Background: an optimization exercise with open tools, aiming at small area and a short achievable clock period. Do not read the settings as production practice. Where RTL was checked, it was by simulation tests only, not by an equivalence proof against the original.

Design iir_filter, start of the top module:
module iir_filter (
	input  logic clk,
	input  logic rst,
	input  logic signed [14:0] data,
	input  logic data_en,
	input  logic wb_cyc,
	input  logic wb_stb,
	input  logic wb_we,
	input  logic [2:0] wb_adr,
	input  logic [31:0] wb_dat_i,
	output logic [31:0] wb_dat_o,
	output logic wb_ack,
	output logic signed [14:0] data_out,
	output logic data_out_en
);
	logic wr;
	logic [24:0] g_b0, g_b1, g_b2, g_b3, g_a1, g_a2, g_a3;
	logic [24:0] n_b0, n_b1, n_b2, n_b3, n_a1, n_a2, n_a3;
	logic [14:0] w1, w2, w3;
	logic [14:0] den, num;
	logic [14:0] ra, rb;
	logic [14:0] ya, yb;
	logic [4:0] s;
	logic samp;
	logic oen_q;
	coefficient_regs i_coefficient_regs (
		.clk      (clk),
		.rst      (rst),
		.wb_cyc   (wb_cyc),
		.wb_stb   (wb_stb),
		.wb_we    (wb_we),
		.wb_adr   (wb_adr),
		.wb_dat_i (wb_dat_i),
		.wb_dat_o (wb_dat_o),
		.wb_ack   (wb_ack),
		.wr       (wr),
		.g_b0     (g_b0),
		.g_b1     (g_b1),
		.g_b2     (g_b2),
		.g_b3     (g_b3),
		.g_a1     (g_a1),
		.g_a2     (g_a2),
		.g_a3     (g_a3),
		.n_b0     (n_b0),
		.n_b1     (n_b1),
		.n_b2     (n_b2),
		.n_b3     (n_b3),
		.n_a1     (n_a1),
		.n_a2     (n_a2),
		.n_a3     (n_a3)
	);
	state_chain i_state_chain (
		.clk     (clk),
		.rst     (rst),
		.data    (data),
		.data_en (data_en),
		.den_sum (den),
		.w1      (w1),
		.w2      (w2),
		.w3      (w3)
	);
	logic start;
	assign start = data_en || wr;
	always_ff @(posedge clk or posedge rst) begin
		if (rst) begin
			s <= '0;
			samp <= 1'b0;
			oen_q <= 1'b0;
		end else begin
			s[0] <= start;
			s[1] <= s[0] && !start;
			s[2] <= s[1] && !start;
			s[3] <= s[2] && !start;
			s[4] <= s[3];
			if (start) samp <= data_en;
			oen_q <= s[1] && samp;
		end
	end
	logic [20:0] ga, gb;
	logic [14:0] wb;
	always_ff @(posedge clk) begin
		begin
			if (start) ga <= n_b0[20:0];
			else if (s[0]) ga <= g_a1[20:0];
			else if (s[1]) ga <= g_b1[20:0];
			else ga <= '0;
			if (start) gb <= n_a2[20:0];
			else if (s[0]) gb <= g_a3[20:0];
  ...
Size in the first run: roughly 30000 um^2 of cells after synthesis.
==> module coefficient_regs, before the edit <==
module coefficient_regs (
	input  logic clk,
	input  logic rst,
	input  logic wb_cyc,
	input  logic wb_stb,
	input  logic wb_we,
	input  logic [2:0] wb_adr,
	input  logic [31:0] wb_dat_i,
	output logic [31:0] wb_dat_o,
	output logic wb_ack,
	output logic wr,
	output logic [24:0] g_b0, g_b1, g_b2, g_b3, g_a1, g_a2, g_a3,
	output logic [24:0] n_b0, n_b1, n_b2, n_b3, n_a1, n_a2, n_a3
);
	logic ack_q;
	logic access;
	logic [24:0] rd_q;
	logic [24:0] rd_d;
	assign access = wb_cyc && wb_stb && !ack_q;
	assign wr = access && wb_we;
	always_ff @(posedge clk or posedge rst) begin
		if (rst) ack_q <= 1'b0;
		else ack_q <= access;
	end
	assign wb_ack = ack_q;
	assign n_b0 = (wr && wb_adr == 3'd0) ? wb_dat_i[24:0] : g_b0;
	assign n_b1 = (wr && wb_adr == 3'd1) ? wb_dat_i[24:0] : g_b1;
	assign n_b2 = (wr && wb_adr == 3'd2) ? wb_dat_i[24:0] : g_b2;
	assign n_b3 = (wr && wb_adr == 3'd3) ? wb_dat_i[24:0] : g_b3;
	assign n_a1 = (wr && wb_adr == 3'd4) ? wb_dat_i[24:0] : g_a1;
	assign n_a2 = (wr && wb_adr == 3'd5) ? wb_dat_i[24:0] : g_a2;
	assign n_a3 = (wr && wb_adr == 3'd6) ? wb_dat_i[24:0] : g_a3;
	always_ff @(posedge clk or posedge rst) begin
		if (rst) begin
			g_b0 <= iir_filter_pkg::rst_b0;
			g_b1 <= iir_filter_pkg::rst_b1;
			g_b2 <= iir_filter_pkg::rst_b2;
			g_b3 <= iir_filter_pkg::rst_b3;
			g_a1 <= iir_filter_pkg::rst_a1;
			g_a2 <= iir_filter_pkg::rst_a2;
			g_a3 <= iir_filter_pkg::rst_a3;
		end else begin
			g_b0 <= n_b0;
			g_b1 <= n_b1;
			g_b2 <= n_b2;
			g_b3 <= n_b3;
			g_a1 <= n_a1;
			g_a2 <= n_a2;
			g_a3 <= n_a3;
		end
	end
	always_comb begin
		case (wb_adr)
			3'd0: rd_d = g_b0;
			3'd1: rd_d = g_b1;
			3'd2: rd_d = g_b2;
			3'd3: rd_d = g_b3;
			3'd4: rd_d = g_a1;
			3'd5: rd_d = g_a2;
			3'd6: rd_d = g_a3;
			default: rd_d = '0;
		endcase
		if (wb_we && wb_adr != 3'd7) rd_d = wb_dat_i[24:0];
	end
	always_ff @(posedge clk) begin
		rd_q <= rd_d;
	end
	assign wb_dat_o = {{7{rd_q[24]}}, rd_q};
endmodule
clock: 8.0 ns
lec_check: 0
cap_margin: 20
core_margin: 2
core_utilization: 50
setup_slack_margin: 4.0
slew_margin: 20
standard.sh (not shown) runs the stock make flow with config.mk's settings and CLKGATE_MAP_FILE= SYNTH_SCRIPT=/design/flow/synth_recipe.tcl, a recipe that flattens the netlist after the stock synthesis.
==> flow/flow/run.sh <==
#!/bin/bash
# The standard layout (standard.sh) with one placement option changed:
# the input and output ports are buffered with buf_2 cells instead of the
# cell buffer_ports picks by itself. The make output goes to standard.log;
# ORFS keeps each step's own log in orfs/logs.
set -o pipefail
export BUFFER_PORTS_ARGS="-buffer_cell sky130_fd_sc_hd__buf_2"
bash standard.sh finish > standard.log 2>&1
The baseline finished clean.
Edit:
--- a/flow/design.v
+++ b/flow/design.v
@@ -28,9 +28,8 @@
 	output logic [24:0] n_b0, n_b1, n_b2, n_b3, n_a1, n_a2, n_a3
 );
 	logic ack_q;
 	logic access;
-	logic [24:0] rd_q;
 	logic [24:0] rd_d;
 	assign access = wb_cyc && wb_stb && !ack_q;
 	assign wr = access && wb_we;
 	always_ff @(posedge clk or posedge rst) begin
@@ -63,10 +62,14 @@
 			g_a2 <= n_a2;
 			g_a3 <= n_a3;
 		end
 	end
+	logic [2:0] adr_q;
+	always_ff @(posedge clk) begin
+		adr_q <= wb_adr;
+	end
 	always_comb begin
-		case (wb_adr)
+		case (adr_q)
 			3'd0: rd_d = g_b0;
 			3'd1: rd_d = g_b1;
 			3'd2: rd_d = g_b2;
 			3'd3: rd_d = g_b3;
@@ -74,14 +77,10 @@
 			3'd5: rd_d = g_a2;
 			3'd6: rd_d = g_a3;
 			default: rd_d = '0;
 		endcase
-		if (wb_we && wb_adr != 3'd7) rd_d = wb_dat_i[24:0];
-	end
-	always_ff @(posedge clk) begin
-		rd_q <= rd_d;
 	end
-	assign wb_dat_o = {{7{rd_q[24]}}, rd_q};
+	assign wb_dat_o = {{7{rd_d[24]}}, rd_d};
 endmodule
 `timescale 1ns/1ps
 module state_chain (
 	input  logic clk,
- The changed run ran to the end with no violations
- flip-flop and latch count is lower by 22
- final cell count hardly moves
- setup slack gets worse by 0.025 ns
- synthesized cell count grows by 0.37%
- fmax went down by 0.62%
- via count increases by 0.40%
- design area fell by 0.77%
- synthesized area went down by 1.3%
- worst hold slack gets worse by 0.0046 ns


## old
Another version of the RTL of iir_filter (not shown whole).
Size in the first run: about 2,900 cells after synthesis.
==> module iir_filter, before the edit <==
module iir_filter (
	input  logic clk,
	input  logic rst,
	input  logic signed [14:0] data,
	input  logic data_en,
	input  logic wb_cyc,
	input  logic wb_stb,
	input  logic wb_we,
	input  logic [2:0] wb_adr,
	input  logic [31:0] wb_dat_i,
	output logic [31:0] wb_dat_o,
	output logic wb_ack,
	output logic signed [14:0] data_out,
	output logic data_out_en
);
	logic wr;
	logic [24:0] g_b0, g_b1, g_b2, g_b3, g_a1, g_a2, g_a3;
	logic [24:0] n_b0, n_b1, n_b2, n_b3, n_a1, n_a2, n_a3;
	logic [14:0] w1, w2, w3;
	logic [14:0] den, num;
	logic [14:0] ra, rb;
	logic [14:0] ya, yb;
	logic [4:0] s;
	logic samp;
	logic oen_q;
	coefficient_regs i_coefficient_regs (
		.clk      (clk),
		.rst      (rst),
		.wb_cyc   (wb_cyc),
		.wb_stb   (wb_stb),
		.wb_we    (wb_we),
		.wb_adr   (wb_adr),
		.wb_dat_i (wb_dat_i),
		.wb_dat_o (wb_dat_o),
		.wb_ack   (wb_ack),
		.wr       (wr),
		.g_b0     (g_b0),
		.g_b1     (g_b1),
		.g_b2     (g_b2),
		.g_b3     (g_b3),
		.g_a1     (g_a1),
		.g_a2     (g_a2),
		.g_a3     (g_a3),
		.n_b0     (n_b0),
		.n_b1     (n_b1),
		.n_b2     (n_b2),
		.n_b3     (n_b3),
		.n_a1     (n_a1),
		.n_a2     (n_a2),
		.n_a3     (n_a3)
	);
	state_chain i_state_chain (
		.clk     (clk),
		.rst     (rst),
		.data    (data),
		.data_en (data_en),
		.den_sum (den),
		.w1      (w1),
		.w2      (w2),
		.w3      (w3)
	);
	logic start;
	assign start = data_en || wr;
	always_ff @(posedge clk or posedge rst) begin
		if (rst) begin
			s <= '0;
			samp <= 1'b0;
			oen_q <= 1'b0;
		end else begin
			s[0] <= start;
			s[1] <= s[0] && !start;
			s[2] <= s[1] && !start;
			s[3] <= s[2] && !start;
			s[4] <= s[3];
			if (start) samp <= data_en;
			oen_q <= s[1] && samp;
		end
	end
	logic [20:0] ga, gb;
	logic [14:0] wb;
	always_ff @(posedge clk) begin
		if (s[0] && !start) ga <= g_a1[20:0];
		else if (s[1] && !start) ga <= g_b1[20:0];
		else ga <= g_b0[20:0];
		if (s[0] && !start) gb <= g_a3[20:0];
		else if (s[1] && !start) gb <= g_b2[20:0];
		else if (s[2] && !start) gb <= g_b3[20:0];
		else gb <= n_a2[20:0];
	end
	always_ff @(posedge clk) begin
		if (data_en) wb <= w1;
		else if ((s[0] || s[2]) && !wr) wb <= w3;
		else wb <= w2;
	end
	logic [14:0] ha_s, ha_c;
	logic ha_y;
	mul_cs i_mul_a (
		.w  (w1),
		.g  (ga),
		.hs (ha_s),
		.hc (ha_c),
		.cy (ha_y)
	);
	logic [14:0] hb_s, hb_c;
	logic hb_y;
	mul_cs i_mul_b (
		.w  (wb),
		.g  (gb),
		.hs (hb_s),
		.hc (hb_c),
		.cy (hb_y)
	);
	logic [14:0] pa_s, pa_c, pb_s, pb_c;
	logic pa_y, pb_y;
	always_ff @(posedge clk) begin
		pa_s <= ha_s;
		pa_c <= ha_c;
		pa_y <= ha_y;
		pb_s <= hb_s;
		pb_c <= hb_c;
		pb_y <= hb_y;
	end
	stage2_a i_stage2_a (
		.hs   (pa_s),
		.hc   (pa_c),
		.cy   (pa_y),
		.add0 (num),
		.y    (ya)
	);
	logic use_a;
	assign use_a = s[2] || s[3];
	stage2_b i_stage2_b (
		.hs   (pb_s),
		.hc   (pb_c),
		.cy   (pb_y),
		.hs2  (use_a ? pa_s : 15'd0),
		.hc2  (use_a ? pa_c : 15'd0),
		.cy2  (use_a && pa_y),
		.add0 (rb),
		.y    (yb)
	);
	always_ff @(posedge clk or posedge rst) begin
		if (rst) begin
			ra <= '0;
			den <= '0;
			num <= '0;
		end else begin
			ra <= ya;
			if (s[2]) den <= yb;
			if (s[4]) num <= yb;
		end
	end
	always_ff @(posedge clk) begin
		if (s[0] || s[2]) rb <= '0;
		else rb <= yb;
	end
	assign data_out = ra;
	assign data_out_en = oen_q;
endmodule
Settings: LEC_CHECK=0, CAP_MARGIN=20, CORE_MARGIN=2, CORE_UTILIZATION=50, SETUP_SLACK_MARGIN=4.0, SLEW_MARGIN=20; clock period 8.0 ns.
run.sh (not shown) runs the stock make flow with config.mk's settings and CLKGATE_MAP_FILE= SYNTH_SCRIPT=/design/flow/synth_recipe.tcl, a recipe that flattens the netlist after the stock synthesis.
Stock flow here: none of the scripts above is used.
old finished every step from synthesis to the final layout, and the layout passed the timing, DRC and antenna checks.
Modified inputs, new compared to old
--- a/flow/design.v
+++ b/flow/design.v
@@ -1685,17 +1685,21 @@
 		end
 	end
 	logic [20:0] ga, gb;
 	logic [14:0] wb;
 	always_ff @(posedge clk) begin
-		if (s[0] && !start) ga <= g_a1[20:0];
-		else if (s[1] && !start) ga <= g_b1[20:0];
-		else ga <= g_b0[20:0];
-		if (s[0] && !start) gb <= g_a3[20:0];
-		else if (s[1] && !start) gb <= g_b2[20:0];
-		else if (s[2] && !start) gb <= g_b3[20:0];
-		else gb <= n_a2[20:0];
+		begin
+			if (start) ga <= n_b0[20:0];
+			else if (s[0]) ga <= g_a1[20:0];
+			else if (s[1]) ga <= g_b1[20:0];
+			else ga <= '0;
+			if (start) gb <= n_a2[20:0];
+			else if (s[0]) gb <= g_a3[20:0];
+			else if (s[1]) gb <= g_b2[20:0];
+			else if (s[2]) gb <= g_b3[20:0];
+			else gb <= '0;
+		end
 	end
 	always_ff @(posedge clk) begin
 		if (data_en) wb <= w1;
 		else if ((s[0] || s[2]) && !wr) wb <= w3;
 		else wb <= w2;
@@ -1734,11 +1738,11 @@
 		.cy   (pa_y),
 		.add0 (num),
 		.y    (ya)
 	);
 	logic use_a;
-	assign use_a = s[2] || s[3];
+	assign use_a = !s[1];
 	stage2_b i_stage2_b (
 		.hs   (pb_s),
 		.hc   (pb_c),
 		.cy   (pb_y),
 		.hs2  (use_a ? pa_s : 15'd0),
Results
From old to new the numbers moved as follows: share of the clock period used by the worst path shows a reduction of 2.4 points, cell area after technology mapping shows an increase of 0.55%, proportion of layout cells with a drive suffix above 1 shows a reduction of 2.8 points.
In new, post-route standard cell area excluding fillers is lower than in old.
new reached the end of the flow, and the finished layout is clean on the timing, DRC and antenna checks.
old → new: number of cells after detailed placement +1.6%, number of non-clock buffers -15.
Function not checked in old: the RTL went through the layout flow alone.

-- port drivers added, routing unchanged --
The results above use ideal ports. As a check the final layouts listed here were re-extracted and re-timed, cells and wires unchanged.
Step 1 (the two cells are an assumption about what drives the block):
set clk [get_ports {clk}]
set_driving_cell -lib_cell sky130_fd_sc_hd__clkbuf_16 $clk
set_driving_cell -lib_cell sky130_fd_sc_hd__buf_2 [delete_from_list [all_inputs] $clk]
Step 2 also shifts input and output timing later by t, the mid clock arrival at the registers, as if the neighbouring blocks saw the same clock.
Slacks: ideal ports / drivers / drivers and shift; pairs: ideal ports / drivers.
run	shift t [ns]	slack for setup (ns)	hold slack, ns	slew at the worst register clock pin (ns)	pins driven straight from the clock port
the first run of note 1	0.671	4.069 / 4.069 / 3.560	0.348 / 0.348 / 0.348	0.06 / 0.06	1
the second run of note 1	0.651	4.044 / 3.980 / 3.703	0.343 / 0.343 / 0.343	0.06 / 0.06	1
old	0.647	3.851 / 3.851 / 3.583	0.475 / 0.475 / 0.475	0.07 / 0.07	1
new	0.661	4.042 / 4.005 / 3.739	0.347 / 0.347 / 0.347	0.07 / 0.07	1
After both steps every run listed still meets setup and hold. For the first run of note 1, which loses most, drivers alone change the setup slack by 0.000 ns; drivers and shift together by -0.509 ns.
